Background: an optimization exercise with open tools, aiming at small area, a short achievable clock period and few clock cycles per item. Do not read the settings as production practice.
Function was checked by simulation only, so behaviour that the tests miss may differ from the original.
Power is estimated from default activity; no workload was simulated.

==> design/flow/config.mk <==
export PLATFORM = sky130hd
export DESIGN_NAME = sha1_byte_stream_hasher
export DESIGN_NICKNAME = sha1_byte_stream_hasher
export VERILOG_FILES = /design/flow/design.v
export SDC_FILE = /design/flow/constraint.sdc
export NUM_CORES = 4
export LEC_CHECK = 0
export ABC_AREA = 1
export CAP_MARGIN = 20
export CORE_MARGIN = 2
export CORE_UTILIZATION = 40
export PLACE_DENSITY = 0.6
export SETUP_SLACK_MARGIN = 3.4
export SLEW_MARGIN = 20
==> design/flow/constraint.sdc <==
create_clock -name core_clock -period 7.0 [get_ports {aclk}]
set_input_delay 1.4000 -clock core_clock [delete_from_list [all_inputs] [get_ports {aclk}]]
set_output_delay 1.4000 -clock core_clock [all_outputs]
set_load 0.01 [all_outputs]
==> design/flow/design.v <==
    localparam logic [159:0] H_INIT = {
        32'hc3d2e1f0, 32'h10325476, 32'h98badcfe, 32'hefcdab89, 32'h67452301
    };
    localparam logic [31:0] K_0 = 32'h5a827999;
    localparam logic [31:0] K_1 = 32'h6ed9eba1;
    localparam logic [31:0] K_2 = 32'h8f1bbcdc;
    localparam logic [31:0] K_3 = 32'hca62c1d6;
    function automatic logic [1:0] round_grp(input logic [6:0] r);
        if (r < 7'd20)      round_grp = 2'd0;
        else if (r < 7'd40) round_grp = 2'd1;
        else if (r < 7'd60) round_grp = 2'd2;
        else                round_grp = 2'd3;
    endfunction
`default_nettype none
module sha1bs_datapath (
    input  logic        aclk,
    input  logic        aresetn,
    input  logic        blk_full,
    input  logic [31:0] blk_top,
    input  logic        blk_first,
    input  logic        blk_last,
    output logic        drain,
    output logic        drain_end,
    output logic        m_tvalid,
    input  logic        m_tready,
    output logic [39:0] m_tdata,
    output logic        m_tlast
);
    localparam logic [159:0] H_INIT = {
        32'hc3d2e1f0, 32'h10325476, 32'h98badcfe, 32'hefcdab89, 32'h67452301
    };
    localparam logic [31:0] K_0 = 32'h5a827999;
    localparam logic [31:0] K_1 = 32'h6ed9eba1;
    localparam logic [31:0] K_2 = 32'h8f1bbcdc;
    localparam logic [31:0] K_3 = 32'hca62c1d6;
    function automatic logic [1:0] round_grp(input logic [6:0] r);
        if (r < 7'd20)      round_grp = 2'd0;
        else if (r < 7'd40) round_grp = 2'd1;
        else if (r < 7'd60) round_grp = 2'd2;
        else                round_grp = 2'd3;
    endfunction
    logic [511:0] w_q;                  
    logic [31:0]  a_q, b_q, c_q, d_q, e_q, p_q;
    logic [4:0][31:0] h_q;
    logic [6:0]   r_q;                  
    logic         is64_q, is75_q, is76_q, is77_q, is78_q, is79_q, hi_q;   
    logic         real_q;               
    logic         drn_q;                
    logic         first_q, last_q;      
    logic [1:0]   fg_q, kg_q;           
    logic [31:0]  q_q;                  
    logic         pk_q;                 
    logic         pk0_q;                
    logic         upk_q;                
    logic         obp_q;                
    logic         ob_q;                 
    logic [2:0]   oi_q, oi_next;
    logic [31:0]  od_q;                 
    logic         ol_q;                 
    logic         ok, start, adv, hwr;
    logic [6:0]   r_next, r_succ2;
    logic [31:0]  w_x, w_new, w_in, f, t, cs_s, cs_c, rol5a;
    logic [31:0]  h_op, h_x, h_sum, h_d;
    logic [31:0]  k_n, a2, pa1, qs, qc;
    assign ok    = !ob_q && !obp_q && !pk_q;
    assign drain = (is64_q && blk_full && ok) || (r_q[6] && !is64_q && drn_q);
    assign start = is79_q && drain;
    assign drain_end = start;
    assign adv   = real_q || drain || pk_q;
    always_comb begin
        r_next = r_q;
        if (adv) begin
            if (is79_q) r_next = (drain && !pk_q) ? 7'd0 : 7'd64;
            else        r_next = r_q + 7'd1;
        end
        r_succ2 = (r_next >= 7'd78) ? r_next - 7'd78 : r_next + 7'd2;
    end
    assign w_x   = w_q[95:64] ^ w_q[255:224] ^ w_q[447:416] ^ w_q[511:480];
    assign w_new = {w_x[30:0], w_x[31]};
    always_comb begin
        case (fg_q)
            2'd0:    f = d_q ^ (b_q & (c_q ^ d_q));
            2'd2:    f = (b_q & c_q) | (d_q & (b_q | c_q));
            default: f = b_q ^ c_q ^ d_q;
        endcase
    end
    assign rol5a = {a_q[26:0], a_q[31:27]};
    assign cs_s  = rol5a ^ f ^ p_q;
    assign cs_c  = (rol5a & f) | (p_q & (rol5a | f));
    assign t     = cs_s + {cs_c[30:0], 1'b0};
    assign h_op  = ({32{is76_q}} & (first_q ? H_INIT[4*32 +: 32] : h_q[4]))
                 | ({32{is77_q}} & (first_q ? H_INIT[3*32 +: 32] : h_q[3]))
                 | ({32{is78_q}} & (first_q ? H_INIT[2*32 +: 32] : h_q[2]))
                 | ({32{is79_q}} & (first_q ? H_INIT[1*32 +: 32] : h_q[1]));
    assign h_x   = is79_q ? a_q : {a_q[1:0], a_q[31:2]};
    assign h_sum = h_op + h_x;
    assign hwr   = (real_q && !pk_q && hi_q) || upk_q;
    assign h_d   = upk_q ? w_q[511:480] : h_sum;
    always_comb begin
        if (!r_q[6])              w_in = w_new;
        else if (pk_q && real_q)  w_in = h_sum;
        else if (pk0_q)           w_in = a_q;
        else if (pk_q)            w_in = w_q[511:480];
        else                      w_in = blk_top;
    end
    always_comb begin
        case (kg_q)
            2'd0:    k_n = K_0;
            2'd1:    k_n = K_1;
            2'd2:    k_n = K_2;
            default: k_n = K_3;
        endcase
        a2 = 32'h0;
        if (is77_q) a2 = first_q ? H_INIT[31:0] : h_q[0];
        if (is78_q) a2 = blk_first ? H_INIT[4*32 +: 32] : h_q[4];
        pa1 = is79_q ? 32'h0 : d_q;
    end
    assign qs = w_q[447:416] ^ a2 ^ k_n;
    assign qc = (w_q[447:416] & a2) | (k_n & (w_q[447:416] | a2));
    always_ff @(posedge aclk) begin
        w_q <= {w_q[479:0], w_in};
        q_q <= qs + {qc[30:0], 1'b0};
        p_q <= pa1 + q_q;
        if (start && blk_first) begin
            a_q <= H_INIT[0*32 +: 32];
            b_q <= H_INIT[1*32 +: 32];
            c_q <= H_INIT[2*32 +: 32];
            d_q <= H_INIT[3*32 +: 32];
            e_q <= H_INIT[4*32 +: 32];
        end else if (start) begin
            a_q <= real_q ? t : h_q[0];
            b_q <= real_q ? h_sum : h_q[1];
            c_q <= h_q[2];
            d_q <= h_q[3];
            e_q <= h_q[4];
        end else begin
            a_q <= t;
            b_q <= a_q;
            c_q <= {b_q[1:0], b_q[31:2]};
            d_q <= c_q;
            e_q <= d_q;
        end
        if (hwr) begin
            case ({r_q[6] && !hi_q, r_q[1:0]})
                3'b000:  h_q[4] <= h_d;
                3'b001:  h_q[3] <= h_d;
                3'b010:  h_q[2] <= h_d;
                3'b011:  h_q[1] <= h_d;
                default: ;
            endcase
            if (hi_q && r_q[1:0] == 2'd3 && !upk_q) h_q[0] <= t;
            if (upk_q && is64_q)                    h_q[0] <= w_q[511:480];
        end
    end
    always_ff @(posedge aclk) begin
        if (!aresetn) begin
            r_q     <= 7'd64;
            is64_q  <= 1'b1;
            is75_q  <= 1'b0;
            is76_q  <= 1'b0;
            is77_q  <= 1'b0;
            is78_q  <= 1'b0;
            is79_q  <= 1'b0;
            hi_q    <= 1'b0;
            real_q  <= 1'b0;
            drn_q   <= 1'b0;
            first_q <= 1'b0;
            last_q  <= 1'b0;
            fg_q    <= 2'd3;
            kg_q    <= 2'd3;
            pk_q    <= 1'b0;
            pk0_q   <= 1'b0;
            upk_q   <= 1'b0;
            obp_q   <= 1'b0;
            ob_q    <= 1'b0;
            oi_q    <= 3'd0;
            ol_q    <= 1'b0;
        end else begin
            r_q    <= r_next;
            is64_q <= (r_next == 7'd64);
            is75_q <= (r_next == 7'd75);
            is76_q <= (r_next == 7'd76);
            is77_q <= (r_next == 7'd77);
            is78_q <= (r_next == 7'd78);
            is79_q <= (r_next == 7'd79);
            hi_q   <= (r_next >= 7'd76);
            fg_q   <= round_grp(r_next);
            kg_q   <= round_grp(r_succ2);
            if (adv && is79_q) real_q <= drain && !pk_q;
            drn_q  <= drain && !is79_q;
            if (start) begin
                first_q <= blk_first;
                last_q  <= blk_last;
            end
            if (real_q && is75_q && (ob_q || obp_q)) pk_q <= 1'b1;
            pk0_q <= real_q && is79_q && pk_q;
            if (pk_q && !real_q && is75_q && !ob_q) upk_q <= 1'b1;
            if (upk_q && is64_q) begin
                upk_q <= 1'b0;
                pk_q  <= 1'b0;
            end
            obp_q <= (real_q && is79_q && last_q && !pk_q) || (upk_q && is64_q && last_q);
            if (obp_q) begin
                ob_q <= 1'b1;
            end else if (ob_q && m_tready && oi_q == 3'd4) begin
                ob_q <= 1'b0;
            end
            oi_q <= oi_next;
            ol_q <= (oi_next == 3'd4);
        end
    end
    always_comb begin
        if (obp_q)                 oi_next = 3'd0;
        else if (ob_q && m_tready) oi_next = (oi_q == 3'd4) ? 3'd0 : oi_q + 3'd1;
        else                       oi_next = oi_q;
    end
    always_ff @(posedge aclk) begin
        od_q <= h_q[oi_next];
    end
    assign m_tvalid = ob_q;
    assign m_tlast  = ol_q;
    assign m_tdata  = {5'b00000, oi_q, od_q};
endmodule
`default_nettype wire
`default_nettype none
module sha1bs_ctrl (
    input  logic        aclk,
    input  logic        aresetn,
    input  logic        s_tvalid,
    output logic        s_tready,
    input  logic [7:0]  s_tdata,
    input  logic        s_tuser,
    input  logic        drain,       
    input  logic        drain_end,   
    output logic        blk_full,    
    output logic [31:0] blk_top,     
    output logic        blk_first,   
    output logic        blk_last     
);
    localparam logic [159:0] H_INIT = {
        32'hc3d2e1f0, 32'h10325476, 32'h98badcfe, 32'hefcdab89, 32'h67452301
    };
    localparam logic [31:0] K_0 = 32'h5a827999;
    localparam logic [31:0] K_1 = 32'h6ed9eba1;
    localparam logic [31:0] K_2 = 32'h8f1bbcdc;
    localparam logic [31:0] K_3 = 32'hca62c1d6;
    function automatic logic [1:0] round_grp(input logic [6:0] r);
        if (r < 7'd20)      round_grp = 2'd0;
        else if (r < 7'd40) round_grp = 2'd1;
        else if (r < 7'd60) round_grp = 2'd2;
        else                round_grp = 2'd3;
    endfunction
    logic [3:0][127:0] lane_q;
    logic [6:0]  cnt_q;      
    logic        pad_q;      
    logic        zf_q;       
    logic        first_q;
    logic        last_q;
    logic [60:0] bcnt_q;     
    logic        inc_q;      
    logic        fire;
    logic        full;
    logic        byte_op;    
    logic        word_op;    
    logic [7:0]  byte_in;
    logic [31:0] word_in;
    logic [63:0] len_bits;
    assign full     = cnt_q[6];
    assign s_tready = !pad_q && !full;
    assign fire     = s_tvalid && s_tready;
    assign len_bits = {bcnt_q, 3'b000};
    always_comb begin
        byte_op = 1'b0;
        word_op = 1'b0;
        byte_in = 8'h00;
        word_in = 32'h0;
        if (drain) begin
            word_op = 1'b1;
        end else if (fire) begin
            byte_op = 1'b1;
            byte_in = s_tuser ? 8'h80 : s_tdata;
        end else if (pad_q && !full) begin
            if (cnt_q[1:0] != 2'd0) begin
                byte_op = 1'b1;
            end else begin
                word_op = 1'b1;
                if (!zf_q && cnt_q[5:3] == 3'b111) begin
                    word_in = cnt_q[2] ? len_bits[31:0] : len_bits[63:32];
                end
            end
        end
    end
    always_ff @(posedge aclk) begin
        for (int j = 0; j < 4; j++) begin
            if (word_op) begin
                lane_q[j] <= {lane_q[j][119:0], word_in[31-8*j -: 8]};
            end else if (byte_op && cnt_q[1:0] == 2'(j)) begin
                lane_q[j] <= {lane_q[j][119:0], byte_in};
            end
        end
    end
    always_ff @(posedge aclk) begin
        if (!aresetn) begin
            cnt_q   <= '0;
            pad_q   <= 1'b0;
            zf_q    <= 1'b0;
            first_q <= 1'b1;
            last_q  <= 1'b0;
            bcnt_q  <= '0;
            inc_q   <= 1'b0;
        end else begin
            inc_q <= fire && !s_tuser;
            if (inc_q) bcnt_q <= bcnt_q + 61'd1;
            if (drain_end) begin
                cnt_q   <= '0;
                first_q <= last_q;
                last_q  <= 1'b0;
            end else if (byte_op) begin
                cnt_q <= cnt_q + 7'd1;
                if (cnt_q == 7'd63) zf_q <= 1'b0;
            end else if (word_op && !drain) begin
                cnt_q <= cnt_q + 7'd4;
                if (cnt_q == 7'd60) begin
                    zf_q <= 1'b0;
                    if (!zf_q) begin
                        pad_q  <= 1'b0;
                        last_q <= 1'b1;
                        bcnt_q <= '0;
                    end
                end
            end
            if (fire && s_tuser) begin
                pad_q <= 1'b1;
                zf_q  <= (cnt_q[5:3] == 3'b111) && (cnt_q[2:0] != 3'b111);
            end
        end
    end
    assign blk_full  = full;
    assign blk_top   = {lane_q[0][127:120], lane_q[1][127:120], lane_q[2][127:120], lane_q[3][127:120]};
    assign blk_first = first_q;
    assign blk_last  = last_q;
endmodule
`default_nettype wire
`default_nettype none
module sha1_byte_stream_hasher (
    input  logic        aclk,
    input  logic        aresetn,
    input  logic        s_tvalid,
    output logic        s_tready,
    input  logic [7:0]  s_tdata,    
    input  logic        s_tuser,    
    output logic        m_tvalid,
    input  logic        m_tready,
    output logic [39:0] m_tdata,    
    output logic        m_tlast     
);
    logic        drain, drain_end;
    logic        blk_full, blk_first, blk_last;
    logic [31:0] blk_top;
    sha1bs_ctrl u_ctrl (
        .aclk      (aclk),
        .aresetn   (aresetn),
        .s_tvalid  (s_tvalid),
        .s_tready  (s_tready),
        .s_tdata   (s_tdata),
        .s_tuser   (s_tuser),
        .drain     (drain),
        .drain_end (drain_end),
        .blk_full  (blk_full),
        .blk_top   (blk_top),
        .blk_first (blk_first),
        .blk_last  (blk_last)
    );
    sha1bs_datapath u_datapath (
        .aclk      (aclk),
        .aresetn   (aresetn),
        .blk_full  (blk_full),
        .blk_top   (blk_top),
        .blk_first (blk_first),
        .blk_last  (blk_last),
        .drain     (drain),
        .drain_end (drain_end),
        .m_tvalid  (m_tvalid),
        .m_tready  (m_tready),
        .m_tdata   (m_tdata),
        .m_tlast   (m_tlast)
    );
endmodule
`default_nettype wire
==> design/flow/run.sh <==
#!/bin/bash
# synth_recipe.tcl (not shown) runs the flow's synth.tcl, then flattens the netlist and writes it again
# the make line also repeats each setting of config.mk as NAME=value (left out here)
make -C /OpenROAD-flow-scripts/flow DESIGN_CONFIG=/design/flow/config.mk WORK_HOME=/design/flow/orfs CLKGATE_MAP_FILE= SYNTH_SCRIPT=/design/flow/synth_recipe.tcl finish
==> results of run 1 <==
==> power by group <==
part / internal [W] / total [W] / switching, W / leakage (nW)
logic: 0.00769 / 0.0194 / 0.0118 / 12.6
registers: 0.0111 / 0.0120 / 0.000922 / 13.3
clock network: 0.00478 / 0.00826 / 0.00348 / 2.53
==> registers in the layout, indices dropped and copies added (netlist names), 3 cells and up <==
signal	flops
u_datapath.d_q	32
u_datapath.c_q	32
u_datapath.p_q	32
u_datapath.w_q	512
u_ctrl.bcnt_q	61
u_ctrl.lane_q	512
u_datapath.q_q	32
u_datapath.a_q	32
u_ctrl.cnt_q	7
u_datapath.h_q	160
u_datapath.oi_q	3
u_datapath.b_q	32
u_datapath.r_q	7
u_datapath.od_q	32
==> path summary, 6_finish.rpt <==
kind | end | slack [ps] | cells past startpoint
max | u_datapath.h_q[22] | 3270 | 18
min | u_datapath.w_q[171] | 310 | 0
max reg2reg | u_datapath.h_q[22] | 3270 | 18
min reg2reg | u_datapath.w_q[171] | 310 | 0
==> cells by family after synthesis <==
| family | synth area share, % |
|---|---|
| xor+xnor | 3.018 |
| other cells | 0.006242 |
| mux | 0.01666 |
| flops | 61.58 |
| buf+inv | 5.182 |
| compound gates | 11.23 |
| simple gates | 12.51 |
| fa+ha+maj | 6.460 |
==> layer usage <==
layer	up-vias	routed length (um)
met2	1890	89860
li1	19950	-
met1	21030	81000
met3	393	16170
met4	2	9706
met5	-	13
==> worst max-delay path, stage by stage (launching register included) <==
cell,delay (ps)
dfxtp_4,390
clkinv_8,100
nand2_8,100
clkinvlp_4,110
buf_12,160
buf_16,160
o41ai_4,420
fa_1,460
inv_2,90
ha_4,230
nand2_4,110
buf_6,110
nor2_4,40
buf_4,140
nand4_1,120
o211ai_1,250
or2_4,320
nand3_2,60
o21ai_1,70
==> cell type report <==
type	count	area, um2	area share, %
clock inverters	72	810.8	1.125
multi-input cells	3411	22630	31.40
repair buffers	230	2278	3.161
flip-flops and latches	1512	37050	51.40
inverters	636	2451	3.401
clock buffers	211	4324	6.000
diodes	3	7.507	0.01042
well taps	2016	2522	3.500
==> timing repair <==
action	4_1_cts	5_1_grt
pin swaps	57	125
cloned	3	5
setup buffers	60	56
gates resized for setup	359	330
setup endpoints to repair	281	176
==> cell usage after synthesis, types with 5 or more instances <==
cell type	count
buf_2	23
o22ai_1	44
inv_1	619
o21bai_1	19
nor4_1	14
buf_4	11
o21ai_1	5
o21a_1	24
buf_1	7
inv_2	13
a21o_1	24
o41ai_1	14
a22oi_1	20
nand4_1	41
o211ai_1	40
nor2_2	14
nor3_1	84
nand3b_1	12
nand3_1	225
fa_1	62
a32oi_1	5
a221oi_1	25
o31ai_1	25
nand2_1	862
nor2_1	442
o21ai_0	505
o2111ai_1	28
dfxtp_1	840
nand2_2	6
o221ai_1	20
a31oi_1	26
a21boi_0	12
nand3_2	7
nor2_4	10
xor2_1	95
edfxtp_1	672
ha_1	211
clkbuf_1	130
a21oi_1	318
or2_2	14
xnor2_1	112
==> per-stage QoR <==
step	total power [W]	worst slack (ps)	utilization [%]
after CTS	0.03629	3314	46.93
final	0.03974	3270	48.23
after global routing	0.04183	3235	48.23
after global placement	0.02547	1650	42.15
after detailed placement	0.02554	1668	42.15
after floorplan	0.02077	2751	-
==> flow_summary.toml, run 1 <==
[final_layout]
layout.nets = 6231
final_area_mm2 = 0.07207
num-fill-cells = 13640
syn_to_final_growth_pct = 19.96
final_cells = 8091
drive_gt1_share_pct = 15.45
final_common_cell = "dfxtp_1"
layout_common_cells = "816 x dfxtp_1, 791 x nand2_1, 672 x edfxtp_1"

[yosys]
ys_seq_area_share_pct = 61.58
synth_area_mm2 = 0.06008
postSynthAreaPerCell_um2 = 10.50
synthDistinctLibCells = 70
synth_flop_cell = "dfxtp_1"
synthArstFlopShare_pct = 0
synth-edff-count = 672
synth_area_leaders = "edfxtp_1 34%, dfxtp_1 28%, nand2_1 5.4%"
yosysWarnings = 2
ys_ff_latch = 1512
synth_top_area_cell = "edfxtp_1"
synth.top_cell.area_share_pct = 33.59
synthCells = 5724

[route]
dr.first_iter.drc_count = 4321
drt_wl_total_um = 196700
vias = 43270
avgViaCountPerCell = 5.347
ant_nets = 0
drcViolationCount = 0
route.detailed.wl_per_inst_um = 24.32
firstDrtPassIters = 6

[die]
pin_count = 56
core_area_mm2 = 0.1494
fp.dieH_um = 391.6
initial_core_util_pct = 40.21
die_w_um = 391.6
rows = 142
die-area_mm2 = 0.1533

[clock_network]
cts_tree = "yes"
cts_made_buffers = 154
cts-root-buf = "clkbuf_16"
cts_buffer_depth = 3
cts_htree_levels = 4
clock_latency_ps = 800
holdBufCountCts = 0
clk_pin_slew_worst_paths_ps = 60
clock-sinks = 1512

[power_and_ir_drop]
leakage_nw = 28.45
worst_ir_drop_vdd_v = 0.0005022
powerDensity_mw_per_mm2 = 551.4

[place]
placement.io_buffers = 50
dp_hpwl_um = 143300
post-place-cells = 7681
placed_area_mm2 = 0.06298
gp_congestion = 0.9745

[critical_path]
path_class = "reg -> reg"
critPathMaxFanout = 6
worstPathArrival_ps = 4250
r2r_start = "u_datapath.fg_q[0]"
crit_start = "u_datapath.fg_q[0]"
end_kind = "flip-flop"
startpoint_type = "flip-flop"
cp.required_ps = 7520

[timing]
holdWs_ps = 313.7
finalHoldViolations = 0
setup_violations = 0
fmax_mhz = 268.1
period_share_pct = 53.28
period_needed_ps = 3730
fin_skew_ps = 32.64
worstMarginPinSlew_ps = 1238
slew_headroom_pct = 17.37
rsz0062_at_grt = "true"
tns_ps = 0
slew_viol_final = 0

[outcome]
status = "timing/DRC/antenna clean"

[run]
maxCapViolations = 0

[min_path]
worstHoldStart = "u_datapath.w_q[139]"
hold_class = "reg -> reg"

[global_route]
grt_pass1_vias = 41510
gr-usage-all-layers_pct = 25.06
grt_util_met1_pct = 33.34
antenna_found_initial = 6
grt_pass1_wl_um = 278700
met2_usage_pct = 39.97
grt.busiest_layer = "met2"
grt_max_degree = 129
grt.met3_usage_pct = 4.693
grt_overflow = 0
Testbench counts, summed over its fixed seeds: cycles 77,197, bytes 53,936.
==> run 2: changes to the inputs <==
--- a/design/flow/design.v
+++ b/design/flow/design.v
@@ -52,7 +52,9 @@
     logic         pk_q;                 
     logic         pk0_q;                
     logic         upk_q;                
-    logic         obp_q;                
+    logic         af_q;                 
+    logic         h0w_q;                
+    logic         obp_q, obp2_q;        
     logic         ob_q;                 
     logic [2:0]   oi_q, oi_next;
     logic [31:0]  od_q;                 
@@ -62,7 +64,7 @@
     logic [31:0]  w_x, w_new, w_in, f, t, cs_s, cs_c, rol5a;
     logic [31:0]  h_op, h_x, h_sum, h_d;
     logic [31:0]  k_n, a2, pa1, qs, qc;
-    assign ok    = !ob_q && !obp_q && !pk_q;
+    assign ok    = !ob_q && !obp_q && !obp2_q && !pk_q;
     assign drain = (is64_q && blk_full && ok) || (r_q[6] && !is64_q && drn_q);
     assign start = is79_q && drain;
     assign drain_end = start;
@@ -84,18 +86,18 @@
             default: f = b_q ^ c_q ^ d_q;
         endcase
     end
-    assign rol5a = {a_q[26:0], a_q[31:27]};
+    assign rol5a = af_q ? {H_INIT[26:0], H_INIT[31:27]} : {a_q[26:0], a_q[31:27]};
     assign cs_s  = rol5a ^ f ^ p_q;
     assign cs_c  = (rol5a & f) | (p_q & (rol5a | f));
     assign t     = cs_s + {cs_c[30:0], 1'b0};
-    assign h_op  = ({32{is76_q}} & (first_q ? H_INIT[4*32 +: 32] : h_q[4]))
-                 | ({32{is77_q}} & (first_q ? H_INIT[3*32 +: 32] : h_q[3]))
-                 | ({32{is78_q}} & (first_q ? H_INIT[2*32 +: 32] : h_q[2]))
-                 | ({32{is79_q}} & (first_q ? H_INIT[1*32 +: 32] : h_q[1]));
-    assign h_x   = is79_q ? a_q : {a_q[1:0], a_q[31:2]};
+    assign h_op  = ({32{is76_q && !upk_q}} & (first_q ? H_INIT[4*32 +: 32] : h_q[4]))
+                 | ({32{is77_q && !upk_q}} & (first_q ? H_INIT[3*32 +: 32] : h_q[3]))
+                 | ({32{is78_q && !upk_q}} & (first_q ? H_INIT[2*32 +: 32] : h_q[2]))
+                 | ({32{is79_q && !upk_q}} & (first_q ? H_INIT[1*32 +: 32] : h_q[1]));
+    assign h_x   = upk_q ? w_q[511:480] : is79_q ? a_q : {a_q[1:0], a_q[31:2]};
     assign h_sum = h_op + h_x;
     assign hwr   = (real_q && !pk_q && hi_q) || upk_q;
-    assign h_d   = upk_q ? w_q[511:480] : h_sum;
+    assign h_d   = h_sum;
     always_comb begin
         if (!r_q[6])              w_in = w_new;
         else if (pk_q && real_q)  w_in = h_sum;
@@ -122,7 +124,7 @@
         q_q <= qs + {qc[30:0], 1'b0};
         p_q <= pa1 + q_q;
         if (start && blk_first) begin
-            a_q <= H_INIT[0*32 +: 32];
+            a_q <= real_q ? t : H_INIT[0*32 +: 32];
             b_q <= H_INIT[1*32 +: 32];
             c_q <= H_INIT[2*32 +: 32];
             d_q <= H_INIT[3*32 +: 32];
@@ -135,7 +137,7 @@
             e_q <= h_q[4];
         end else begin
             a_q <= t;
-            b_q <= a_q;
+            b_q <= af_q ? H_INIT[0*32 +: 32] : a_q;
             c_q <= {b_q[1:0], b_q[31:2]};
             d_q <= c_q;
             e_q <= d_q;
@@ -148,9 +150,9 @@
                 3'b011:  h_q[1] <= h_d;
                 default: ;
             endcase
-            if (hi_q && r_q[1:0] == 2'd3 && !upk_q) h_q[0] <= t;
-            if (upk_q && is64_q)                    h_q[0] <= w_q[511:480];
+            if (upk_q && is64_q) h_q[0] <= h_sum;
         end
+        if (h0w_q) h_q[0] <= a_q;
     end
     always_ff @(posedge aclk) begin
         if (!aresetn) begin
@@ -171,7 +173,10 @@
             pk_q    <= 1'b0;
             pk0_q   <= 1'b0;
             upk_q   <= 1'b0;
+            af_q    <= 1'b0;
+            h0w_q   <= 1'b0;
             obp_q   <= 1'b0;
+            obp2_q  <= 1'b0;
             ob_q    <= 1'b0;
             oi_q    <= 3'd0;
             ol_q    <= 1'b0;
@@ -192,15 +197,18 @@
                 first_q <= blk_first;
                 last_q  <= blk_last;
             end
-            if (real_q && is75_q && (ob_q || obp_q)) pk_q <= 1'b1;
+            if (real_q && is75_q && (ob_q || obp_q || obp2_q)) pk_q <= 1'b1;
+            af_q  <= start && blk_first && real_q;
+            h0w_q <= real_q && is79_q && !pk_q;
             pk0_q <= real_q && is79_q && pk_q;
             if (pk_q && !real_q && is75_q && !ob_q) upk_q <= 1'b1;
             if (upk_q && is64_q) begin
                 upk_q <= 1'b0;
                 pk_q  <= 1'b0;
             end
-            obp_q <= (real_q && is79_q && last_q && !pk_q) || (upk_q && is64_q && last_q);
-            if (obp_q) begin
+            obp_q  <= (real_q && is79_q && last_q && !pk_q) || (upk_q && is64_q && last_q);
+            obp2_q <= obp_q;
+            if (obp2_q) begin
                 ob_q <= 1'b1;
             end else if (ob_q && m_tready && oi_q == 3'd4) begin
                 ob_q <= 1'b0;
@@ -210,7 +218,7 @@
         end
     end
     always_comb begin
-        if (obp_q)                 oi_next = 3'd0;
+        if (obp2_q)                oi_next = 3'd0;
         else if (ob_q && m_tready) oi_next = (oi_q == 3'd4) ? 3'd0 : oi_q + 3'd1;
         else                       oi_next = oi_q;
     end
==> flow_summary.toml, run 2 <==
[outcome]
status = "timing/DRC/antenna clean"

[clock_network]
holdBufCountCts = 0
cts-root-buf = "clkbuf_16"
clock-sinks = 1515
cts_made_buffers = 156
clock_latency_ps = 800
cts_tree = "yes"
clk_pin_slew_worst_paths_ps = 60
cts_buffer_depth = 3
cts_htree_levels = 4

[critical_path]
r2r_start = "u_datapath.is77_q"
worstPathArrival_ps = 4310
r2r_cells = 17
critPathBufInv = 7
r2r_slack_ps = 3300
startpoint_type = "flip-flop"
path_class = "reg -> reg"
cp_slowest_stage_delay_ps = 490
crit_family = "buffers and inverters"
r2r-end = "u_datapath.q_q[31]"
crit_path_cell_trace = "clkinvlp_4 -> buf_12 -> nor2_4 -> buf_6 -> clkinvlp_4 -> buf_12 -> buf_6 -> o32ai_4 -> fa_1 -> ha_4 -> a21o_4 -> a31oi_4 -> nand3_4 -> a21oi_4 -> buf_4 -> o21ai_2 -> xor2_1"
critPathMaxFanout = 7
path_depth = 17
slowest_stage = "fa_1"
cp.required_ps = 7620
end_kind = "flip-flop"

[timing]
rsz0062_at_grt = "true"
worstMarginPinSlew_ps = 1038
period_share_pct = 52.80
finalHoldViolations = 0
slew_viol_final = 0
setup_violations = 0
fmax_mhz = 270.6
tns_ps = 0
period_needed_ps = 3696
fin_skew_ps = 50.82
slew_headroom_pct = 30.59

[route]
drcViolationCount = 0
wl_met3_um = 15040
drt_wl_total_um = 182600
ant_nets = 0
avgViaCountPerCell = 5.338
dr.first_iter.drc_count = 4334
wl_met1_um = 75480
vias = 42580
wl_met2_um = 82880
route.detailed.wl_per_inst_um = 22.89
dr.max_layer_used = "met5"
firstDrtPassIters = 6

[yosys]
synth-xor-area-share_pct = 3.149
synth_flop_cell = "dfxtp_1"
synth_adder_area_share_pct = 6.471
synth.top_cell.area_share_pct = 33.75
synthMostInstantiatedCell = "nand2_1"
synth_top_area_cell = "edfxtp_1"
ys_ff_latch = 1515
synth-edff-count = 672
synthDistinctLibCells = 66
ys_top_cells_by_count = "844 x nand2_1, 843 x dfxtp_1, 672 x edfxtp_1"
synth_simple_gate_area_share_pct = 12.48
synthMuxAreaShare_pct = 0.05022
synth_area_leaders = "edfxtp_1 34%, dfxtp_1 28%, nand2_1 5.3%"
synth_compound_area_share_pct = 10.78
postSynthAreaPerCell_um2 = 10.51
synthArstFlopShare_pct = 0
synthCells = 5691
yosysWarnings = 2
synth_top_family_by_area = "simple AND/OR/NAND/NOR gates"
synth_area_mm2 = 0.05979
ys_seq_area_share_pct = 61.98

[place]
placement.io_buffers = 50
gp_congestion = 0.9963
post-place-cells = 7557
dp_hpwl_um = 129900

[die]
die-area_mm2 = 0.1526
initial_core_util_pct = 40.39
pin_count = 56
die_w_um = 390.6
core_area_mm2 = 0.1480
rows = 141
fp.dieH_um = 390.6

[min_path]
hold_depth = 0
hold_class = "reg -> reg"
hold_end = "u_datapath.w_q[510]"
worstHoldStart = "u_datapath.w_q[478]"

[final_layout]
layout_common_cells = "833 x dfxtp_1, 768 x nand2_1, 672 x edfxtp_1"
syn_to_final_growth_pct = 20.63
largestRegisters = "u_ctrl.lane_q x512, u_datapath.w_q x512, u_datapath.h_q x160"
multi_input_area_mm2 = 0.02246
final_common_cell = "dfxtp_1"
layout.nets = 6196
drive_gt1_share_pct = 15.77
num-fill-cells = 13250
final_cells = 7977
regArea_mm2 = 0.03708

[global_route]
antenna_found_initial = 4
gr-usage-all-layers_pct = 23.28
grt_pass1_wl_um = 263800
grt_overflow = 0
grt_max_degree = 129
grt_pass1_vias = 40690

[power_and_ir_drop]
powerDensity_mw_per_mm2 = 501.0
leakage_nw = 28.64
worst_ir_drop_vdd_v = 0.0004912

[run]
maxCapViolations = 0
-- run 2: cells by family (layout without fill, tap and decap cells) --
| family | count (synthesis) | after routing |
|---|---|---|
| AO/OA/AOI/OAI | 1152 | 1152 |
| XOR/XNOR | 215 | 215 |
| adder cells (fa/ha/maj) | 272 | 272 |
| buffers and inverters | 794 | 1142 |
| flip-flops | 1515 | 1515 |
| multiplexers | 3 | 3 |
| other | 1 | 8 |
| AND/OR/NAND/NOR | 1739 | 1740 |
-- run 2: timing repair --
action | 4_1_cts | 5_1_grt
pin swaps | 55 | 147
buffers inserted | 49 | 66
hold endpoints to repair | 0 | 0
cloned | 8 | 3
endpoints found under the setup margin | 312 | 422
resized for setup | 331 | 382
-- run 2: worst max-delay path by stage --
stage | from | to | slack [ps]
detailed placement | m_tready | u_datapath.od_q[1] | 2210
floorplan | s_tvalid | u_ctrl.lane_q[0] | 2990
finish | u_datapath.is77_q | u_datapath.q_q[31] | 3300
CTS | u_datapath.is77_q | u_datapath.h_q[25] | 3290
global route | u_datapath.fg_q[1] | u_datapath.a_q[22] | 3180
global placement | m_tready | u_datapath.od_q[1] | 2170
-- run 2: stage by stage --
stage | total power [W] | hold slack (ps) | area (um2) | worst slack [ps] | util, %
finish | 0.03613 | 317.0 | 72120 | 3304 | 48.73
global route | 0.03804 | 321.4 | 72120 | 3181 | 48.72
CTS | 0.03383 | 318.7 | 69950 | 3289 | 47.26
detailed placement | 0.02368 | 312.1 | 62610 | 2211 | 42.30
global placement | 0.02358 | 309.7 | 62600 | 2170 | 42.29
floorplan | 0.01951 | 309.6 | 59860 | 2994 | -
-- run 2: report_power, final --
group / internal [W] / leakage (nW) / switching [W]
sequential: 0.0108 / 13.3 / 0.000843
clock: 0.00493 / 2.64 / 0.00361
combinational: 0.00593 / 12.7 / 0.00999
total: 0.0217 / 28.6 / 0.0144
-- run 2: layout make-up --
type / instances / area share [%]
flip-flops and latches: 1515 / 51.41
well taps: 1930 / 3.348
repair inverters: 4 / 0.06419
clock inverters: 82 / 1.296
multi-input cells: 3387 / 31.14
repair buffers: 234 / 3.223
diodes: 3 / 0.01041
clock buffers: 209 / 6.192
inverters: 613 / 3.317
-- run 2: routing by layer --
metal | global-route usage [%] | up-vias
met1 | 30.81 | 20500
met2 | 36.96 | 1818
met3 | 4.536 | 451
met4 | 10.47 | 4
li1 | - | 19810
met5 | 0 | -
-- run 2: worst register-to-register path: stages (launching register included) --
cell        delay, ps
dfxtp_2           340
clkinvlp_4        190
buf_12            200
nor2_4             80
buf_6             120
clkinvlp_4        100
buf_12            160
buf_6             120
o32ai_4           220
fa_1              490
ha_4              290
a21o_4            240
a31oi_4           160
nand3_4           130
a21oi_4           290
buf_4             180
o21ai_2            50
xor2_1            140
Testbench counts of run 2, summed over its fixed seeds: cycles 77,205, bytes 53,936.
==> run 3: changes to the inputs <==
--- a/design/flow/design.v
+++ b/design/flow/design.v
@@ -40,19 +40,21 @@
         else                round_grp = 2'd3;
     endfunction
     logic [511:0] w_q;                  
-    logic [31:0]  a_q, b_q, c_q, d_q, e_q, p_q;
+    logic [31:0]  a_q, b_q, c_q, d_q, p_q;    
+    logic [31:0]  tl_q;                 
+    logic [31:0]  a2_q;                 
     logic [4:0][31:0] h_q;
     logic [6:0]   r_q;                  
     logic         is64_q, is75_q, is76_q, is77_q, is78_q, is79_q, hi_q;   
     logic         real_q;               
     logic         drn_q;                
     logic         first_q, last_q;      
-    logic [1:0]   fg_q, kg_q;           
+    logic [1:0]   gn_q, kg_q;           
+    logic [31:0]  fx_q, fy_q;           
     logic [31:0]  q_q;                  
     logic         pk_q;                 
     logic         pk0_q;                
     logic         upk_q;                
-    logic         af_q;                 
     logic         h0w_q;                
     logic         obp_q, obp2_q;        
     logic         ob_q;                 
@@ -61,8 +63,9 @@
     logic         ol_q;                 
     logic         ok, start, adv, hwr;
     logic [6:0]   r_next, r_succ2;
+    logic [31:0]  c_n, d_n, fx_n, fy_n;
     logic [31:0]  w_x, w_new, w_in, f, t, cs_s, cs_c, rol5a;
-    logic [31:0]  h_op, h_x, h_sum, h_d;
+    logic [31:0]  h_op, h_op_n, h_op_q, h_x, h_sum, h_d;
     logic [31:0]  k_n, a2, pa1, qs, qc;
     assign ok    = !ob_q && !obp_q && !obp2_q && !pk_q;
     assign drain = (is64_q && blk_full && ok) || (r_q[6] && !is64_q && drn_q);
@@ -80,20 +83,42 @@
     assign w_x   = w_q[95:64] ^ w_q[255:224] ^ w_q[447:416] ^ w_q[511:480];
     assign w_new = {w_x[30:0], w_x[31]};
     always_comb begin
-        case (fg_q)
-            2'd0:    f = d_q ^ (b_q & (c_q ^ d_q));
-            2'd2:    f = (b_q & c_q) | (d_q & (b_q | c_q));
-            default: f = b_q ^ c_q ^ d_q;
+        case (gn_q)
+            2'd0:    begin fx_n = c_n;            fy_n = d_n;         end
+            2'd2:    begin fx_n = c_n | d_n;      fy_n = c_n & d_n;   end
+            default: begin fx_n = ~(c_n ^ d_n);   fy_n = c_n ^ d_n;   end
         endcase
     end
-    assign rol5a = af_q ? {H_INIT[26:0], H_INIT[31:27]} : {a_q[26:0], a_q[31:27]};
+    assign f = (b_q & fx_q) | (~b_q & fy_q);
+    always_comb begin
+        if (start && blk_first) begin
+            c_n = H_INIT[2*32 +: 32];
+            d_n = H_INIT[3*32 +: 32];
+        end else if (start) begin
+            c_n = h_q[2];
+            d_n = h_q[3];
+        end else begin
+            c_n = {b_q[1:0], b_q[31:2]};
+            d_n = c_q;
+        end
+    end
+    assign rol5a = {a_q[26:0], a_q[31:27]};
     assign cs_s  = rol5a ^ f ^ p_q;
     assign cs_c  = (rol5a & f) | (p_q & (rol5a | f));
     assign t     = cs_s + {cs_c[30:0], 1'b0};
-    assign h_op  = ({32{is76_q && !upk_q}} & (first_q ? H_INIT[4*32 +: 32] : h_q[4]))
-                 | ({32{is77_q && !upk_q}} & (first_q ? H_INIT[3*32 +: 32] : h_q[3]))
-                 | ({32{is78_q && !upk_q}} & (first_q ? H_INIT[2*32 +: 32] : h_q[2]))
-                 | ({32{is79_q && !upk_q}} & (first_q ? H_INIT[1*32 +: 32] : h_q[1]));
+    always_comb begin
+        h_op_n = 32'h0;
+        if (real_q) begin
+            case (r_next)
+                7'd76:   h_op_n = first_q ? H_INIT[4*32 +: 32] : h_q[4];
+                7'd77:   h_op_n = first_q ? H_INIT[3*32 +: 32] : h_q[3];
+                7'd78:   h_op_n = first_q ? H_INIT[2*32 +: 32] : h_q[2];
+                7'd79:   h_op_n = first_q ? H_INIT[1*32 +: 32] : h_q[1];
+                default: h_op_n = 32'h0;
+            endcase
+        end
+    end
+    assign h_op  = h_op_q;
     assign h_x   = upk_q ? w_q[511:480] : is79_q ? a_q : {a_q[1:0], a_q[31:2]};
     assign h_sum = h_op + h_x;
     assign hwr   = (real_q && !pk_q && hi_q) || upk_q;
@@ -113,35 +138,29 @@
             default: k_n = K_3;
         endcase
         a2 = 32'h0;
-        if (is77_q) a2 = first_q ? H_INIT[31:0] : h_q[0];
-        if (is78_q) a2 = blk_first ? H_INIT[4*32 +: 32] : h_q[4];
+        if (is76_q) a2 = first_q ? H_INIT[31:0] : h_q[0];
+        if (is77_q) a2 = blk_first ? H_INIT[4*32 +: 32] : h_q[4];
         pa1 = is79_q ? 32'h0 : d_q;
     end
-    assign qs = w_q[447:416] ^ a2 ^ k_n;
-    assign qc = (w_q[447:416] & a2) | (k_n & (w_q[447:416] | a2));
+    assign qs = w_q[447:416] ^ a2_q ^ k_n;
+    assign qc = (w_q[447:416] & a2_q) | (k_n & (w_q[447:416] | a2_q));
     always_ff @(posedge aclk) begin
         w_q <= {w_q[479:0], w_in};
         q_q <= qs + {qc[30:0], 1'b0};
         p_q <= pa1 + q_q;
-        if (start && blk_first) begin
-            a_q <= real_q ? t : H_INIT[0*32 +: 32];
-            b_q <= H_INIT[1*32 +: 32];
-            c_q <= H_INIT[2*32 +: 32];
-            d_q <= H_INIT[3*32 +: 32];
-            e_q <= H_INIT[4*32 +: 32];
-        end else if (start) begin
-            a_q <= real_q ? t : h_q[0];
-            b_q <= real_q ? h_sum : h_q[1];
-            c_q <= h_q[2];
-            d_q <= h_q[3];
-            e_q <= h_q[4];
-        end else begin
-            a_q <= t;
-            b_q <= af_q ? H_INIT[0*32 +: 32] : a_q;
-            c_q <= {b_q[1:0], b_q[31:2]};
-            d_q <= c_q;
-            e_q <= d_q;
-        end
+        a2_q <= a2;
+        h_op_q <= h_op_n;
+        tl_q <= t;
+        if (start && blk_first)  a_q <= H_INIT[0*32 +: 32];
+        else if (start && !real_q) a_q <= h_q[0];
+        else                     a_q <= t;
+        if (start && blk_first)  b_q <= H_INIT[1*32 +: 32];
+        else if (start)          b_q <= real_q ? h_sum : h_q[1];
+        else                     b_q <= a_q;
+        c_q  <= c_n;
+        d_q  <= d_n;
+        fx_q <= fx_n;
+        fy_q <= fy_n;
         if (hwr) begin
             case ({r_q[6] && !hi_q, r_q[1:0]})
                 3'b000:  h_q[4] <= h_d;
@@ -152,7 +171,7 @@
             endcase
             if (upk_q && is64_q) h_q[0] <= h_sum;
         end
-        if (h0w_q) h_q[0] <= a_q;
+        if (h0w_q) h_q[0] <= tl_q;
     end
     always_ff @(posedge aclk) begin
         if (!aresetn) begin
@@ -168,12 +187,11 @@
             drn_q   <= 1'b0;
             first_q <= 1'b0;
             last_q  <= 1'b0;
-            fg_q    <= 2'd3;
+            gn_q    <= 2'd3;
             kg_q    <= 2'd3;
             pk_q    <= 1'b0;
             pk0_q   <= 1'b0;
             upk_q   <= 1'b0;
-            af_q    <= 1'b0;
             h0w_q   <= 1'b0;
             obp_q   <= 1'b0;
             obp2_q  <= 1'b0;
@@ -189,7 +207,7 @@
             is78_q <= (r_next == 7'd78);
             is79_q <= (r_next == 7'd79);
             hi_q   <= (r_next >= 7'd76);
-            fg_q   <= round_grp(r_next);
+            gn_q   <= (r_next == 7'd79) ? 2'd0 : round_grp(r_next + 7'd1);
             kg_q   <= round_grp(r_succ2);
             if (adv && is79_q) real_q <= drain && !pk_q;
             drn_q  <= drain && !is79_q;
@@ -198,7 +216,6 @@
                 last_q  <= blk_last;
             end
             if (real_q && is75_q && (ob_q || obp_q || obp2_q)) pk_q <= 1'b1;
-            af_q  <= start && blk_first && real_q;
             h0w_q <= real_q && is79_q && !pk_q;
             pk0_q <= real_q && is79_q && pk_q;
             if (pk_q && !real_q && is75_q && !ob_q) upk_q <= 1'b1;
--- a/design/flow/config.mk
+++ b/design/flow/config.mk
@@ -10,5 +10,5 @@
 export CORE_MARGIN = 2
 export CORE_UTILIZATION = 40
 export PLACE_DENSITY = 0.6
-export SETUP_SLACK_MARGIN = 3.4
+export SETUP_SLACK_MARGIN = 3.9
 export SLEW_MARGIN = 20
==> flow_summary.toml, run 3 <==
[outcome]
status = "timing/DRC/antenna clean"

[yosys]
synthDistinctLibCells = 63
synth_area_leaders = "edfxtp_1 32%, dfxtp_1 32%, nand2_1 5.7%"
synth_flop_cell = "dfxtp_1"
ys_top_cells_by_count = "1001 x dfxtp_1, 951 x nand2_1, 672 x edfxtp_1"
synth_top_family_by_area = "simple AND/OR/NAND/NOR gates"
ys_seq_area_share_pct = 63.79
synthMostInstantiatedCell = "dfxtp_1"
synth-edff-count = 672
synthCells = 5824
synthMuxAreaShare_pct = 0.6688
synth_compound_area_share_pct = 9.659
synth-xor-area-share_pct = 3.209
synth_top_area_cell = "edfxtp_1"
synth_area_mm2 = 0.06305
synth.top_cell.area_share_pct = 32.01
synthArstFlopShare_pct = 0
synth_adder_area_share_pct = 6.156
ys_ff_latch = 1673
synth_simple_gate_area_share_pct = 11.93
yosysWarnings = 2
postSynthAreaPerCell_um2 = 10.83

[min_path]
hold_class = "reg -> reg"

[route]
ant_nets = 0
route.detailed.wl_per_inst_um = 23.94
dr.first_iter.drc_count = 4916
vias = 44300
drcViolationCount = 0
firstDrtPassIters = 6
avgViaCountPerCell = 5.346
drt_wl_total_um = 198400

[die]
die-area_mm2 = 0.1608
core_area_mm2 = 0.1564
pin_count = 56
rows = 145
initial_core_util_pct = 40.31
die_w_um = 401.0
fp.dieH_um = 401.0

[timing]
fin_skew_ps = 61.99
finalHoldViolations = 0
setup_violations = 0
holdWs_ps = 298.0
tns_ps = 0
slew_headroom_pct = 26.72
rsz0062_at_grt = "true"
slew_viol_final = 0
worstMarginPinSlew_ps = 1088
worst_slack_ps = 3740
fmax_mhz = 306.7
period_needed_ps = 3260
period_share_pct = 46.58

[critical_path]
critPathMaxFanout = 15
crit_start = "u_datapath.is79_q"
path_class = "reg -> reg"
r2r_cells = 18
worstPathArrival_ps = 3920
end_kind = "flip-flop"
r2r_start = "u_datapath.is79_q"
r2r_slack_ps = 3740
r2r-end = "u_datapath.w_q[16]"
cp.required_ps = 7660
startpoint_type = "flip-flop"
cp-endpoint = "u_datapath.w_q[16]"

[global_route]
antenna_found_initial = 6
grt_max_degree = 129
grt_pass1_wl_um = 279000
grt_pass1_vias = 42240
gr-usage-all-layers_pct = 23.48
grt_overflow = 0

[final_layout]
regArea_mm2 = 0.04028
drive_gt1_share_pct = 17.28
final_common_cell = "dfxtp_1"
multi_input_area_mm2 = 0.02320
num-fill-cells = 13980
final_area_mm2 = 0.07657
utilization_pct = 48.96
layout_common_cells = "967 x dfxtp_1, 835 x nand2_1, 672 x edfxtp_1"
largestRegisters = "u_ctrl.lane_q x512, u_datapath.w_q x512, u_datapath.h_q x160"
layout.nets = 6374
syn_to_final_growth_pct = 21.46

[place]
placed_area_mm2 = 0.06592
placement.io_buffers = 50
dp_hpwl_um = 133500
dp_slack_ps = 2330
gp_congestion = 1.002

[power_and_ir_drop]
worst_ir_drop_vdd_v = 0.0005412
powerDensity_mw_per_mm2 = 492.1
intPower_w = 0.02345
power_frac_seq_pct = 35.0
pwr-share-clk_pct = 23.7
sw_frac_of_total_pct = 37.76
leakage_nw = 30.45
combPwrFrac_pct = 41.3
p_switching_w = 0.01423

[clock_network]
cts_buffer_depth = 3
cts_tree = "yes"
clock_latency_ps = 830
holdBufCountCts = 0
cts_htree_levels = 4
clk_pin_slew_worst_paths_ps = 60
cts-root-buf = "clkbuf_16"
cts_made_buffers = 162
clock-sinks = 1673

[run]
maxCapViolations = 0
run 3: changes by cell type in the layout (fill, tap and decap cells not counted), moves of 25 or more:
cell | previous run | this run
o221ai_1 | 11 | 36
nand2_1 | 768 | 835
nand2_4 | 13 | 43
inv_1 | 568 | 508
clkdlybuf4s50_1 | 50 | 14
o22ai_1 | 72 | 102
dlygate4sd2_1 | 0 | 35
a21oi_1 | 296 | 246
dfxtp_1 | 833 | 967
o21ai_0 | 420 | 313
a22oi_1 | 8 | 36
run 3: area by class of cell:
cell class | count | share of cell area, %
Clock buffer | 231 | 6.095
Tap cell | 2058 | 3.363
Timing Repair Buffer | 277 | 3.645
Antenna cell | 1 | 0.003268
Multi-Input combinational cell | 3418 | 30.30
Timing Repair inverter | 2 | 0.02288
Sequential cell | 1673 | 52.60
Inverter | 554 | 2.823
Clock inverter | 72 | 1.150
run 3: kinds of logic (layout without fill, tap and decap cells):
group,Yosys count,after routing
AOI/OAI and AO/OA,1066,1066
xor gates and xnor gates,231,231
adders and majority gates,273,273
buffers and inverters,743,1136
DFF,1673,1673
muxes,39,39
other,1,6
and+or+nand+nor,1798,1804
run 3: power by group through the flow:
stage | Sequential (W) | Combinational (W) | Clock [W]
4_1_cts | 0.0131 | 0.0131 | 0.00913
6_report | 0.0132 | 0.0156 | 0.00895
3_5_place_dp | 0.0133 | 0.0108 | 0
5_1_grt | 0.0132 | 0.0166 | 0.00952
3_3_place_gp | 0.0133 | 0.0108 | 0
2_1_floorplan | 0.0127 | 0.00744 | 0
run 3: what timing repair did:
item,in CTS,in global routing
setup buffers,85,77
setup endpoints to repair,690,522
gates cloned,8,10
pin swaps,77,149
gates resized for setup,468,416
run 3: how the worst min path moves through the flow:
stage / slack (ps) / cells after the start / end / start
floorplan: 310 / 0 / u_datapath.w_q[128] / u_datapath.w_q[96]
finish: 300 / 0 / u_datapath.w_q[498] / u_datapath.w_q[466]
global placement: 310 / 0 / u_datapath.w_q[223] / u_datapath.w_q[191]
detailed placement: 310 / 0 / u_datapath.w_q[169] / u_datapath.w_q[137]
global route: 310 / 0 / u_datapath.w_q[178] / u_datapath.w_q[146]
CTS: 300 / 0 / u_datapath.w_q[498] / u_datapath.w_q[466]
run 3: worst max-delay path, cell delays in order (launching register included):
cell,delay (ps)
dfxtp_4,480
buf_16,210
a21oi_1,110
a22oi_2,190
ha_2,210
inv_2,40
fa_2,360
nand3b_1,200
nand2_2,120
a21oi_4,100
o21bai_4,270
buf_4,180
a21oi_2,60
inv_1,90
nand2_2,60
nand2_4,80
nor2_1,50
o21ai_1,190
o21ai_0,110
run 3: per-stage QoR:
| stage | power, W | instances |
|---|---|---|
| floorplan | 0.02012 | 5828 |
| global placement | 0.02402 | 7802 |
| detailed placement | 0.02413 | 7802 |
| CTS | 0.03536 | 8198 |
| global route | 0.03934 | 8285 |
| finish | 0.03768 | 8286 |
run 3: per-layer routing:
layer	vias up	track usage (%)	wire length, um	share of wire (%)
met5	-	0	0	0
met4	0	11.63	10890	5.5
met3	441	4.282	15740	7.9
met2	1972	34.78	85210	43
met1	21560	33.04	86530	44
li1	20320	-	-	-
Testbench counts of run 3, summed over its fixed seeds: cycles 77,205, bytes 53,936.
==> run 4: changes to the inputs <==
--- a/design/flow/design.v
+++ b/design/flow/design.v
@@ -103,9 +103,7 @@
         end
     end
     assign rol5a = {a_q[26:0], a_q[31:27]};
-    assign cs_s  = rol5a ^ f ^ p_q;
-    assign cs_c  = (rol5a & f) | (p_q & (rol5a | f));
-    assign t     = cs_s + {cs_c[30:0], 1'b0};
+    assign t     = rol5a + f + p_q;
     always_comb begin
         h_op_n = 32'h0;
         if (real_q) begin
==> flow_summary.toml, run 4 <==
[critical_path]
cp.required_ps = 7690
crit_start = "u_datapath.b_q[13]"
crit_top_cell = "nand2_1"
critPathMaxFanout = 5
r2r-end = "u_datapath.a_q[28]"
crit_path_cell_trace = "mux2_4 -> fa_2 -> ha_4 -> nand2_1 -> nand2_1 -> nand2_1 -> nand2_1 -> inv_1 -> nor2_1 -> nor2_4 -> inv_1 -> a31oi_2 -> nand2_1 -> nand2_1 -> nand2_1 -> o21bai_1 -> inv_1"
worstPathArrival_ps = 3850
cp_slowest_stage_delay_ps = 610
r2r_slack_ps = 3840
end_kind = "flip-flop"
path_depth = 17
r2r_start = "u_datapath.b_q[13]"
cp-endpoint = "u_datapath.a_q[28]"
crit_family = "simple AND/OR/NAND/NOR gates"
startpoint_type = "flip-flop"
slowest_stage = "fa_2"
r2r_cells = 17
path_class = "reg -> reg"
critPathBufInv = 3

[global_route]
grt_pass1_wl_um = 297300
antenna_found_initial = 9
grt.met3_usage_pct = 6.170
met2_usage_pct = 37.83
grt_max_degree = 129
grt_pass1_vias = 43290
gr-usage-all-layers_pct = 25.23
grt_overflow = 0
grt.busiest_layer = "met2"
grt_util_met1_pct = 33.46

[yosys]
synth_area_mm2 = 0.06361
synth_top_area_cell = "edfxtp_1"
synthDistinctLibCells = 62
synth.top_cell.area_share_pct = 31.72
synth_flop_cell = "dfxtp_1"
synthArstFlopShare_pct = 0
synthCells = 5996
postSynthAreaPerCell_um2 = 10.61
ys_top_cells_by_count = "1096 x nand2_1, 1001 x dfxtp_1, 672 x edfxtp_1"
synthMostInstantiatedCell = "nand2_1"
synth-edff-count = 672
ys_ff_latch = 1673
yosysWarnings = 2
synth_area_leaders = "edfxtp_1 32%, dfxtp_1 32%, nand2_1 6.5%"
ys_seq_area_share_pct = 63.23

[run]
maxCapViolations = 0

[die]
core_area_mm2 = 0.1582
fp.dieH_um = 402.8
pin_count = 56
die-area_mm2 = 0.1622
die_w_um = 402.8
initial_core_util_pct = 40.21
rows = 146

[route]
drcViolationCount = 0
vias = 45380
ant_nets = 0
firstDrtPassIters = 6
route.detailed.wl_per_inst_um = 25.07
avgViaCountPerCell = 5.363
dr.first_iter.drc_count = 4994
drt_wl_total_um = 212200

[timing]
rsz0062_at_grt = "true"
setup_violations = 0
worst_slack_ps = 3844
tns_ps = 0
slew_headroom_pct = 20.89
slew_viol_final = 0
finalHoldViolations = 0
period_needed_ps = 3156
fmax_mhz = 316.8
fin_skew_ps = 73.58
period_share_pct = 45.09
worstMarginPinSlew_ps = 1174

[clock_network]
clk_pin_slew_worst_paths_ps = 60
cts_htree_levels = 4
holdBufCountCts = 0
cts_tree = "yes"
clock-sinks = 1673
clock_latency_ps = 820
cts_buffer_depth = 3
cts-root-buf = "clkbuf_16"
cts_made_buffers = 168

[place]
post-place-cells = 7985
gp_congestion = 1.015
placement.io_buffers = 50
placed_area_mm2 = 0.06644
dp_hpwl_um = 147000
dp_slack_ps = 2172

[final_layout]
layout_common_cells = "1016 x nand2_1, 965 x dfxtp_1, 672 x edfxtp_1"
layout.nets = 6526
final_cells = 8461
syn_to_final_growth_pct = 20.56
final_common_cell = "nand2_1"
final_area_mm2 = 0.07669
utilization_pct = 48.48
largestRegisters = "u_ctrl.lane_q x512, u_datapath.w_q x512, u_datapath.h_q x160"
drive_gt1_share_pct = 15.97

[power_and_ir_drop]
worst_ir_drop_vdd_v = 0.0004815
sw_frac_of_total_pct = 38.13
p_switching_w = 0.01444
leakage_nw = 30.66
intPower_w = 0.02342
pwr-share-clk_pct = 24.7
combPwrFrac_pct = 40.2
powerDensity_mw_per_mm2 = 493.7
power_frac_seq_pct = 35.0

[outcome]
status = "timing/DRC/antenna clean"

[min_path]
hold_class = "reg -> reg"
-- run 4: cell types whose count changed after synthesis, moves of 6 or more --
cell / change
buf_1: +10
o21ai_1: -17
nand4_1: +9
nand3_1: -48
mux2i_1: -9
nor2_1: +84
o21bai_1: +11
a22oi_1: -7
o21ai_0: -16
nor3_1: -6
nand2_1: +145
xor2_1: -9
-- run 4: worst min-delay path by stage --
stage	startpoint	slack, ps	to	cells past startpoint
floorplan	u_datapath.w_q[96]	310	u_datapath.w_q[128]	0
global placement	u_datapath.w_q[348]	310	u_datapath.w_q[380]	0
detailed placement	u_datapath.w_q[99]	310	u_datapath.w_q[131]	0
CTS	u_datapath.w_q[273]	290	u_datapath.w_q[305]	0
global route	u_datapath.w_q[273]	300	u_datapath.w_q[305]	0
finish	u_datapath.w_q[273]	300	u_datapath.w_q[305]	0
-- run 4: logic make-up after synthesis --
logic type	Yosys count	share of synthesized area (%)
and+or+nand+nor	1982	12.87
muxes	25	0.4328
buffers and inverters	758	4.640
adders and majority gates	273	6.102
DFF	1673	63.23
xor gates and xnor gates	226	3.112
AOI/OAI and AO/OA	1058	9.603
other	1	0.005896
-- run 4: power by group through the flow --
| stage | Sequential, W | Combinational, W | Clock [W] |
|---|---|---|---|
| after floorplan | 0.0127 | 0.00747 | 0 |
| after global placement | 0.0134 | 0.0111 | 0 |
| after detailed placement | 0.0134 | 0.0111 | 0 |
| after CTS | 0.0132 | 0.0126 | 0.00953 |
| after global routing | 0.0133 | 0.0162 | 0.00996 |
| final | 0.0133 | 0.0152 | 0.00937 |
-- run 4: layout make-up --
class	instances	area, um2
flip-flops and latches	1673	40280
repair buffers	257	2603
diodes	3	7.507
clock inverters	73	1022
inverters	563	2190
fillers	14300	81510
well taps	2072	2592
clock buffers	243	4866
multi-input cells	3575	23110
repair inverters	2	15.01
-- run 4: routing by layer --
layer	vias to the layer above	share of wire (%)	wire length, um
met5	-	0.014	30
met4	4	6.5	13690
met3	558	8.8	18700
met2	2134	43	91590
met1	21930	42	88150
li1	20750	-	-
-- run 4: timing repair --
action,4_1_cts,5_1_grt
pin swaps,50,125
resized for setup,363,404
buffers inserted,61,78
gates cloned,5,12
setup endpoints to repair,798,448
-- run 4: per-stage QoR --
step                hold WS, ps  power, W
floorplan                 309.6   0.02017
global placement          309.6   0.02446
detailed placement        312.1   0.02451
CTS                       293.4   0.03532
global route              301.4   0.03952
finish                    301.0   0.03786
Testbench counts of run 4, summed over its fixed seeds: cycles 77,205, bytes 53,936.
==> run 5: changes to the inputs <==
--- a/design/flow/config.mk
+++ b/design/flow/config.mk
@@ -9,6 +9,8 @@
 export CAP_MARGIN = 20
 export CORE_MARGIN = 2
 export CORE_UTILIZATION = 40
+export CTS_CLUSTER_DIAMETER = 100
+export CTS_CLUSTER_SIZE = 24
 export PLACE_DENSITY = 0.6
 export SETUP_SLACK_MARGIN = 3.9
 export SLEW_MARGIN = 20
==> flow_summary.toml, run 5 <==
[critical_path]
r2r_start = "u_datapath.is79_q"
path_class = "reg -> reg"
critPathBufInv = 6
critPathMaxFanout = 8
crit_path_cell_trace = "buf_12 -> buf_16 -> a21oi_4 -> a22oi_2 -> ha_2 -> inv_2 -> fa_2 -> inv_2 -> nand3_2 -> nand2_4 -> nand2_2 -> nand2_2 -> nand2_1 -> o211ai_1 -> a21oi_2 -> xnor2_2 -> buf_6 -> buf_4"
cp_slowest_stage_delay_ps = 440
worstPathArrival_ps = 3690
startpoint_type = "flip-flop"
slowest_stage = "dfxtp_4"
r2r_slack_ps = 3810
crit_family = "buffers and inverters"
end_kind = "flip-flop"
r2r_cells = 18
r2r-end = "u_datapath.h_q[50]"
cp.required_ps = 7510

[min_path]
worstHoldStart = "u_datapath.w_q[135]"
hold_end = "u_datapath.w_q[167]"
hold_class = "reg -> reg"
hold_depth = 0

[timing]
setup_violations = 0
slew_viol_final = 0
slew_headroom_pct = 22.34
finalHoldViolations = 0
rsz0062_at_grt = "true"
fmax_mhz = 313.8
period_share_pct = 45.52
fin_skew_ps = 78.42
worstMarginPinSlew_ps = 1153
period_needed_ps = 3187
tns_ps = 0

[final_layout]
largestRegisters = "u_ctrl.lane_q x512, u_datapath.w_q x512, u_datapath.h_q x160"
num-fill-cells = 14610
multi_input_area_mm2 = 0.02334
layout.nets = 6454
layout_common_cells = "999 x nand2_1, 960 x dfxtp_1, 672 x edfxtp_1"
final_common_cell = "nand2_1"
drive_gt1_share_pct = 14.95
syn_to_final_growth_pct = 15.83
regArea_mm2 = 0.04030
final_area_mm2 = 0.07368

[die]
core_area_mm2 = 0.1582
pin_count = 56
rows = 146
fp.dieH_um = 402.8
initial_core_util_pct = 40.21
die-area_mm2 = 0.1622
die_w_um = 402.8

[yosys]
ys_ff_latch = 1673
postSynthAreaPerCell_um2 = 10.61
yosysWarnings = 2
synth_area_mm2 = 0.06361
synthMuxAreaShare_pct = 0.4328
synth_simple_gate_area_share_pct = 12.87
synth_compound_area_share_pct = 9.603
ys_seq_area_share_pct = 63.23
synth.top_cell.area_share_pct = 31.72
synth-xor-area-share_pct = 3.112
synthArstFlopShare_pct = 0
synth-edff-count = 672
synth_top_family_by_area = "simple AND/OR/NAND/NOR gates"
synth_flop_cell = "dfxtp_1"
synthDistinctLibCells = 62
synthMostInstantiatedCell = "nand2_1"
synth_adder_area_share_pct = 6.102
synth_top_area_cell = "edfxtp_1"
synthCells = 5996
synth_area_leaders = "edfxtp_1 32%, dfxtp_1 32%, nand2_1 6.5%"
ys_top_cells_by_count = "1096 x nand2_1, 1001 x dfxtp_1, 672 x edfxtp_1"

[route]
dr.first_iter.drc_count = 4722
drt_wl_total_um = 209800
vias = 44790
avgViaCountPerCell = 5.395
drcViolationCount = 0
route.detailed.wl_per_inst_um = 25.27
ant_nets = 0
firstDrtPassIters = 6

[power_and_ir_drop]
worst_ir_drop_vdd_v = 0.0004663
leakage_nw = 29.08
powerDensity_mw_per_mm2 = 458.6

[clock_network]
cts_buffer_depth = 3
clk_pin_slew_worst_paths_ps = 100
clock-sinks = 1673
cts_tree = "yes"
clock_latency_ps = 760
cts_made_buffers = 82
cts-root-buf = "clkbuf_16"
cts_htree_levels = 3

[global_route]
gr-usage-all-layers_pct = 25.11
grt_pass1_wl_um = 295400
antenna_found_initial = 8
grt_overflow = 0
grt_pass1_vias = 42360
grt_max_degree = 129

[place]
dp_hpwl_um = 147000
placement.io_buffers = 50
gp_congestion = 1.015
placed_area_mm2 = 0.06644

[run]
maxCapViolations = 0

[outcome]
status = "timing/DRC/antenna clean"
==> run 5: worst max path at each step <==
| stage | from | end | slack (ps) | cells past startpoint |
|---|---|---|---|---|
| after floorplan | s_tvalid | u_ctrl.lane_q[0] | 2990 | 2 |
| after global placement | u_datapath.is79_q | u_datapath.w_q[26] | 2190 | 17 |
| after detailed placement | u_datapath.is79_q | u_datapath.w_q[26] | 2170 | 17 |
| after CTS | u_datapath.is79_q | u_datapath.h_q[18] | 3700 | 19 |
| after global routing | u_datapath.is79_q | u_datapath.h_q[18] | 3680 | 19 |
| final | u_datapath.is79_q | u_datapath.h_q[50] | 3810 | 18 |
==> run 5: power breakdown <==
part | leakage, nW | internal [W] | switching (W)
clock network | 1.20 | 0.00233 | 0.00319
logic | 13.3 | 0.00577 | 0.00927
registers | 14.6 | 0.0121 | 0.00114
total | 29.1 | 0.0202 | 0.0136
==> run 5: layout make-up <==
type | instances | area share [%]
well taps | 2072 | 3.519
clock inverters | 14 | 0.4177
multi-input cells | 3574 | 31.68
repair buffers | 272 | 3.665
flip-flops and latches | 1673 | 54.69
clock buffers | 130 | 3.043
repair inverters | 2 | 0.02208
inverters | 563 | 2.957
diodes | 2 | 0.006793
==> run 5: logic make-up (layout without fill, tap and decap cells) <==
kind of cell | count (synthesis) | in the layout
simple gates | 1982 | 1986
flops | 1673 | 1673
compound gates | 1058 | 1059
buf+inv | 758 | 981
fa+ha+maj | 273 | 273
xor+xnor | 226 | 226
mux | 25 | 25
other cells | 1 | 7
==> run 5: per-stage QoR <==
step	hold WS [ps]	utilization [%]	worst slack, ps	instances	total power [W]
2_1_floorplan	309.6	-	2994	6000	0.02017
3_3_place_gp	309.6	42.00	2188	7985	0.02446
3_5_place_dp	312.1	42.00	2172	7985	0.02451
4_1_cts	320.0	44.93	3704	8209	0.03146
5_1_grt	324.8	46.57	3677	8300	0.03538
6_report	309.9	46.57	3813	8302	0.03379
==> run 5: what timing repair did <==
| item | 4_1_cts | 5_1_grt |
|---|---|---|
| pin swaps | 54 | 137 |
| setup endpoints to repair | 791 | 333 |
| hold buffers | 0 | 0 |
| setup buffers | 69 | 86 |
| gates cloned | 11 | 4 |
| resized for setup | 384 | 451 |
==> run 5: worst reg2reg max path, delay by kind of cell, from the launching register on <==
kind | cells | cell delay [ps]
buffers and inverters | 6 | 720
DFF | 1 | 440
adders and majority gates | 2 | 580
AOI/OAI and AO/OA | 4 | 550
and+or+nand+nor | 5 | 450
xor gates and xnor gates | 1 | 190
==> run 5: metal layers <==
layer	part of all wire [%]	track usage, %	vias up	wire length (um)
met5	0.033	0	-	69
met4	6.1	12.57	10	12840
met3	8.6	5.623	450	18110
met2	43	38.26	1938	91110
met1	42	33.71	21900	87630
li1	-	-	20500	-

separate check: timing with driven ports:
The results above use ideal ports. As a check the final layouts listed here were re-extracted and re-timed, cells and wires unchanged. Step 1 assumes that a clkbuf_16 drives the clock port and a buf_2 every other input. Step 2, shift: input delay + t, output delay - t, t = (earliest + latest rising clock arrival at the registers) / 2. This alone moves slack from input paths to output paths. a / b / c = no drivers / after step 1 / after step 2; a / b = the first two.
run	t (ns)	setup WS [ns]	latest minus earliest clock arrival (ns)
run 1	0.859	3.270 / 3.270 / 2.719	0.038 / 0.037
run 2	0.857	3.304 / 3.304 / 2.716	0.053 / 0.054
run 3	0.875	3.740 / 3.740 / 3.156	0.064 / 0.065
run 4	0.865	3.844 / 3.844 / 3.236	0.076 / 0.077
run 5	0.800	3.813 / 3.813 / 3.144	0.079 / 0.079
After both steps every run listed still meets setup and hold. The setup slack of run 5, which loses most, moves by 0.000 ns with the drivers and by -0.669 ns with both steps.
